This design comes from an exercise in tuning for small area on the open sky130 flow, not from production work.
The RTL was checked by simulation tests, not by an equivalence proof against the original design.
No activity file was given, so power comes from the tool's default toggle rates.

## P
Design pio_top, start of the top module:
module pio_top (
  input  logic                      clk_25mhz,
  input  logic                      pwr_up_reset_n,
  input  logic [3:0]                cmd_action,
  input  logic                      cmd_mindex,
  input  logic [4:0]                cmd_index,
  input  logic [31:0]               cmd_data,
  output logic [2-1:0]    full,
  output logic [8-1:0]  pins
);
  pio_pkg::pio_cmd_t cmd;
  assign cmd = {cmd_action, cmd_mindex, cmd_index, cmd_data};
  pio_core u_core (
    .clk_25mhz      (clk_25mhz),
    .pwr_up_reset_n (pwr_up_reset_n),
    .cmd            (cmd),
    .full           (full),
    .pins           (pins)
  );
endmodule
Size: about 3100 cells after synthesis, ~870 flip-flops, roughly 54 I/O pins, ~38000 µm² of cells after synthesis.
==> flow/config.mk <==
export PLATFORM = sky130hd
export DESIGN_NAME = pio_top
export DESIGN_NICKNAME = pio_top
export VERILOG_FILES = /design/flow/design.v
export SDC_FILE = /design/flow/constraint.sdc
export NUM_CORES = 4
export LEC_CHECK = 0
export CAP_MARGIN = 20
export CORE_MARGIN = 2
export CORE_UTILIZATION = 40
export SLEW_MARGIN = 20
export SYNTH_HIERARCHICAL = 1
==> flow/constraint.sdc <==
create_clock -name core_clock -period 10.0 [get_ports {clk_25mhz}]
set_input_delay 2.0000 -clock core_clock [delete_from_list [all_inputs] [get_ports {clk_25mhz}]]
set_output_delay 2.0000 -clock core_clock [all_outputs]
set_load 0.01 [all_outputs]
standard.sh (not shown) runs the stock make flow with config.mk's settings and CLKGATE_MAP_FILE= SYNTH_SCRIPT=/design/flow/synth_recipe.tcl, a recipe that flattens the netlist after the stock synthesis.
==> flow/flow/run.sh <==
#!/bin/bash
# Standard layout with two changes:
# - logic mapping uses an area-oriented ABC script (the flip-flops are mapped
#   before ABC runs, so the registers are those of the standard synthesis);
# - clock tree synthesis adds no dummy loads and clusters up to 30 flip-flops
#   per leaf buffer.
set -euo pipefail
cp -r "$FLOW_HOME/scripts" scripts_area
printf 'strash\ndch\nmap -a\nstrash\ndch\nmap -a\ntopo\n' > scripts_area/abc_speed.script
sed "s#CLKGATE_MAP_FILE= #CLKGATE_MAP_FILE= SCRIPTS_DIR=$PWD/scripts_area #" standard.sh > standard_area.sh
grep -q 'SCRIPTS_DIR=' standard_area.sh
export CTS_ARGS="-sink_clustering_enable -repair_clock_nets -dont_use_dummy_load -buf_list sky130_fd_sc_hd__clkbuf_16 -sink_clustering_size 30 -sink_clustering_max_diameter 80"
bash standard_area.sh > standard.log 2>&1
P finished end to end and its layout was clean on timing, DRC and antenna.
### P -> Q
==> flow/flow/run.sh <==
#!/bin/bash
# Standard layout, with clock tree synthesis told not to add dummy loads and to
# cluster more flip-flops per leaf buffer.
set -euo pipefail
export CTS_ARGS="-sink_clustering_enable -repair_clock_nets -dont_use_dummy_load -buf_list sky130_fd_sc_hd__clkbuf_16 -sink_clustering_size 30 -sink_clustering_max_diameter 80"
bash standard.sh > standard.log 2>&1
Q ends up with a data arrival time of the critical path that is 0.23 ns higher than in P. Comparing P and Q, cell count after synthesis is higher on P. Compared with P, in Q wire length of the first global-routing pass climbed 0.82%, global routing met2 resource utilization dropped 0.76 points. The final layout from Q, which completed every stage, passed the timing, design-rule and antenna checks at the end of the flow. In Q, the total power came out 2.2% above the value in P. In Q, the number of buffers and inverters on the critical path came out 2 below the value in P.

========
pio_top, a different RTL version from the one above (not shown whole).
Size: about 3000 cells after synthesis, ~54 I/O pins, ~39000 sq um of cells after synthesis.
// pio_top
module pio_top (
  input  logic                      clk_25mhz,
  input  logic                      pwr_up_reset_n,
  input  logic [3:0]                cmd_action,
  input  logic                      cmd_mindex,
  input  logic [4:0]                cmd_index,
  input  logic [31:0]               cmd_data,
  output logic [2-1:0]    full,
  output logic [8-1:0]  pins
);
export LEC_CHECK = 0
export CAP_MARGIN = 20
export CORE_MARGIN = 2
export CORE_UTILIZATION = 40
export SLEW_MARGIN = 20
export SYNTH_HIERARCHICAL = 1
create_clock -name core_clock -period 10.0 [get_ports {clk_25mhz}]
==> flow/flow/run.sh <==
#!/bin/bash
# Standard layout with two changes: clock tree synthesis adds no dummy loads and
# clusters more flip-flops per leaf buffer, and after global routing the resizer
# downsizes gates off the critical paths (power recovery, any footprint).
set -euo pipefail
export CTS_ARGS="-sink_clustering_enable -repair_clock_nets -dont_use_dummy_load -buf_list sky130_fd_sc_hd__clkbuf_16 -sink_clustering_size 30 -sink_clustering_max_diameter 80"
sed 's/CLKGATE_MAP_FILE= /CLKGATE_MAP_FILE= MATCH_CELL_FOOTPRINT=0 RECOVER_POWER=100 /' standard.sh > standard_rp.sh
grep -q 'RECOVER_POWER=100' standard_rp.sh
bash standard_rp.sh > standard.log 2>&1
The starting point reached the layout checks and failed them: capacitance limit, slew limit.
Then changed:
==> flow/flow/run.sh (replaced) <==
#!/bin/bash
# Standard layout, with clock tree synthesis told not to add dummy loads and to
# cluster more flip-flops per leaf buffer.
set -euo pipefail
export CTS_ARGS="-sink_clustering_enable -repair_clock_nets -dont_use_dummy_load -buf_list sky130_fd_sc_hd__clkbuf_16 -sink_clustering_size 30 -sink_clustering_max_diameter 80"
bash standard.sh > standard.log 2>&1
Result:
- With this change the flow ran to the end with no violations
- power hardly moves
- sequential share of layout area decreases by 0.35 points
- worst setup slack is worse by 7.9 ps
Then changed:
==> flow/flow/run.sh (replaced) <==
#!/bin/bash
# Standard layout, with clock tree synthesis told not to add dummy loads and to
# cluster more flip-flops per leaf buffer.
set -euo pipefail
export CTS_ARGS="-sink_clustering_enable -repair_clock_nets -dont_use_dummy_load -buf_list sky130_fd_sc_hd__clkbuf_8 -sink_clustering_size 16 -sink_clustering_max_diameter 50"
bash standard.sh > standard.log 2>&1
After rerunning: Sequential share of layout area went down by 0.34 points. Area after synthesis does not change. Die area is unchanged. Sequential power barely changes. Synthesized cell count is unchanged. Hold slack got worse by 6.9 ps. Sequential cell count stays the same. Worst setup slack improves by 30 ps. Via count increases slightly. Maximum frequency went up slightly. Total power came out higher by a few percent.

========
run A:
pio_top, a different RTL version from the one above (not shown whole).
Size: ~54 I/O pins, about 38000 um^2 of cells after synthesis.
==> flow/design.v (excerpt) <==
module pio_top (
  input  logic                      clk_25mhz,
  input  logic                      pwr_up_reset_n,
  input  logic [3:0]                cmd_action,
  input  logic                      cmd_mindex,
  input  logic [4:0]                cmd_index,
  input  logic [31:0]               cmd_data,
  output logic [2-1:0]    full,
  output logic [8-1:0]  pins
);
Settings: LEC_CHECK=0, CAP_MARGIN=10, CORE_MARGIN=2, CORE_UTILIZATION=40, SLEW_MARGIN=10, SYNTH_HIERARCHICAL=1; clock period 10.0 ns.
==> flow/flow/run.sh <==
#!/bin/bash
# Standard layout with two changes:
# - logic mapping uses an area-oriented ABC script (the flip-flops are mapped
#   before ABC runs, so the registers are those of the standard synthesis);
# - clock tree synthesis adds no dummy loads and clusters up to 32 flip-flops
#   per leaf buffer.
set -euo pipefail
cp -r "$FLOW_HOME/scripts" scripts_area
printf 'strash\ndch\nmap -a\nstrash\ndch\nmap -a\ntopo\n' > scripts_area/abc_speed.script
sed "s#CLKGATE_MAP_FILE= #CLKGATE_MAP_FILE= SCRIPTS_DIR=$PWD/scripts_area #" standard.sh > standard_area.sh
grep -q 'SCRIPTS_DIR=' standard_area.sh
export CTS_ARGS="-sink_clustering_enable -repair_clock_nets -dont_use_dummy_load -buf_list sky130_fd_sc_hd__clkbuf_16 -sink_clustering_size 32 -sink_clustering_max_diameter 80"
bash standard_area.sh > standard.log 2>&1
[inputs] run B vs run A
- putting PLACE_DENSITY at 0.75 where nothing was set
- swapping 40 for 60 in CORE_UTILIZATION
==> flow/flow/run.sh <==
#!/bin/bash
# Standard layout with two changes:
# - logic mapping uses an area-oriented ABC script (the flip-flops are mapped
#   before ABC runs, so the registers are those of the standard synthesis);
# - clock tree synthesis adds no dummy loads and clusters up to 30 flip-flops
#   per leaf buffer.
set -euo pipefail
cp -r "$FLOW_HOME/scripts" scripts_area
printf 'strash\ndch\nmap -a\nstrash\ndch\nmap -a\ntopo\n' > scripts_area/abc_speed.script
sed "s#CLKGATE_MAP_FILE= #CLKGATE_MAP_FILE= SCRIPTS_DIR=$PWD/scripts_area #" standard.sh > standard_area.sh
grep -q 'SCRIPTS_DIR=' standard_area.sh
export CTS_ARGS="-sink_clustering_enable -repair_clock_nets -dont_use_dummy_load -buf_list sky130_fd_sc_hd__clkbuf_16 -sink_clustering_size 30 -sink_clustering_max_diameter 80"
bash standard_area.sh > standard.log 2>&1
## What came out
- To summarise run B: no stage aborted, but the layout did not pass its checks, failing on capacitance limit, slew limit.
- Run A and run B ended up with nearly the same wire length on met2.
- Compared with run A, in run B total internal power climbed 0.31%, number of top-level design ports barely changed.
diff inputs: run B => run C
- swapping 10 for 0 in CAP_MARGIN
- swapping 60 for 40 in CORE_UTILIZATION
- clearing PLACE_DENSITY, which used to be 0.75
- swapping 10 for 0 in SLEW_MARGIN
### Flow results
- Run C completed every stage of the flow, and the final layout passed the timing, design-rule and antenna checks.
- Final worst hold slack, run B and run C, higher one = run B.
- From run B to run C the numbers moved as follows: design area increased by 1.2% relative to the old numbers, global-route usage down 12 points.
- Looking at global routing usage on met2, run C sits below run B.
- Total chip power delta for run C relative to run B: about 0.3% higher
- From run B to run C the numbers moved as follows: net switching power rose by 1.2%, internal portion of total power has remained practically unchanged, worst setup slack rose 260 ps, first-pass detailed-route iteration total saw a decrease, wire length reported by the detailed router -1.3%.
What run D does differently from run C at the input level:
- SLEW_MARGIN: 0 -> 10
- CAP_MARGIN: 0 -> 10
-- flow/flow/run.sh --
<<< run C, line 11
grep -q 'SCRIPTS_DIR=' standard_area.sh
export CTS_ARGS="-sink_clustering_enable -repair_clock_nets -dont_use_dummy_load -buf_list sky130_fd_sc_hd__clkbuf_16 -sink_clustering_size 30 -sink_clustering_max_diameter 80"
bash standard_area.sh > standard.log 2>&1
>>> run D, line 11
grep -q 'SCRIPTS_DIR=' standard_area.sh
export CTS_ARGS='-sink_clustering_enable -repair_clock_nets -dont_use_dummy_load -buf_list {sky130_fd_sc_hd__clkbuf_8 sky130_fd_sc_hd__clkbuf_16} -sink_clustering_size 30 -sink_clustering_max_diameter 80'
bash standard_area.sh > standard.log 2>&1
--- outcome ---
For multi-input gate share of the layout cell area, run C and run D come out practically identical.
Compared run D against run C; final worst-path setup slack within noise.
Going from run C to run D, power density of the placed cells closely matched the old numbers; area added between synthesis and finish closely matched the old numbers.

-- static timing again, ports no longer ideal --
The results above use ideal ports. As a check the final layouts listed here were re-extracted and re-timed, cells and wires unchanged.
Step 1 assumes that a clkbuf_16 drives the clock port and a buf_2 every other input.
Step 2, shift: input delay + t, output delay - t, t = (earliest + latest rising clock arrival at the registers) / 2. This alone moves slack from input paths to output paths.
Three values: ideal, step 1, step 2; two values: the first two.
run | shift t [ns] | slack for setup (ns) | clock arrival spread, ns | worst register clock-pin slew, ns
P | 0.667 | 1.284 / 1.284 / 1.284 | 0.096 / 0.096 | 0.12 / 0.12
Q | 0.682 | 1.004 / 1.004 / 1.004 | 0.141 / 0.140 | 0.12 / 0.12
the first run of note 2 | 0.664 | 1.216 / 1.216 / 1.216 | 0.120 / 0.120 | 0.12 / 0.12
the second run of note 2 | 0.663 | 1.209 / 1.209 / 1.209 | 0.118 / 0.117 | 0.12 / 0.12
the third run of note 2 | 0.799 | 1.239 / 1.239 / 1.239 | 0.122 / 0.121 | 0.10 / 0.10
run A | 0.667 | 1.308 / 1.308 / 1.308 | 0.086 / 0.086 | 0.12 / 0.12
run B | 0.663 | 1.060 / 1.060 / 1.060 | 0.059 / 0.059 | 0.11 / 0.11
run C | 0.661 | 1.315 / 1.315 / 1.315 | 0.116 / 0.116 | 0.12 / 0.12
run D | 0.658 | 1.315 / 1.315 / 1.315 | 0.111 / 0.111 | 0.12 / 0.12
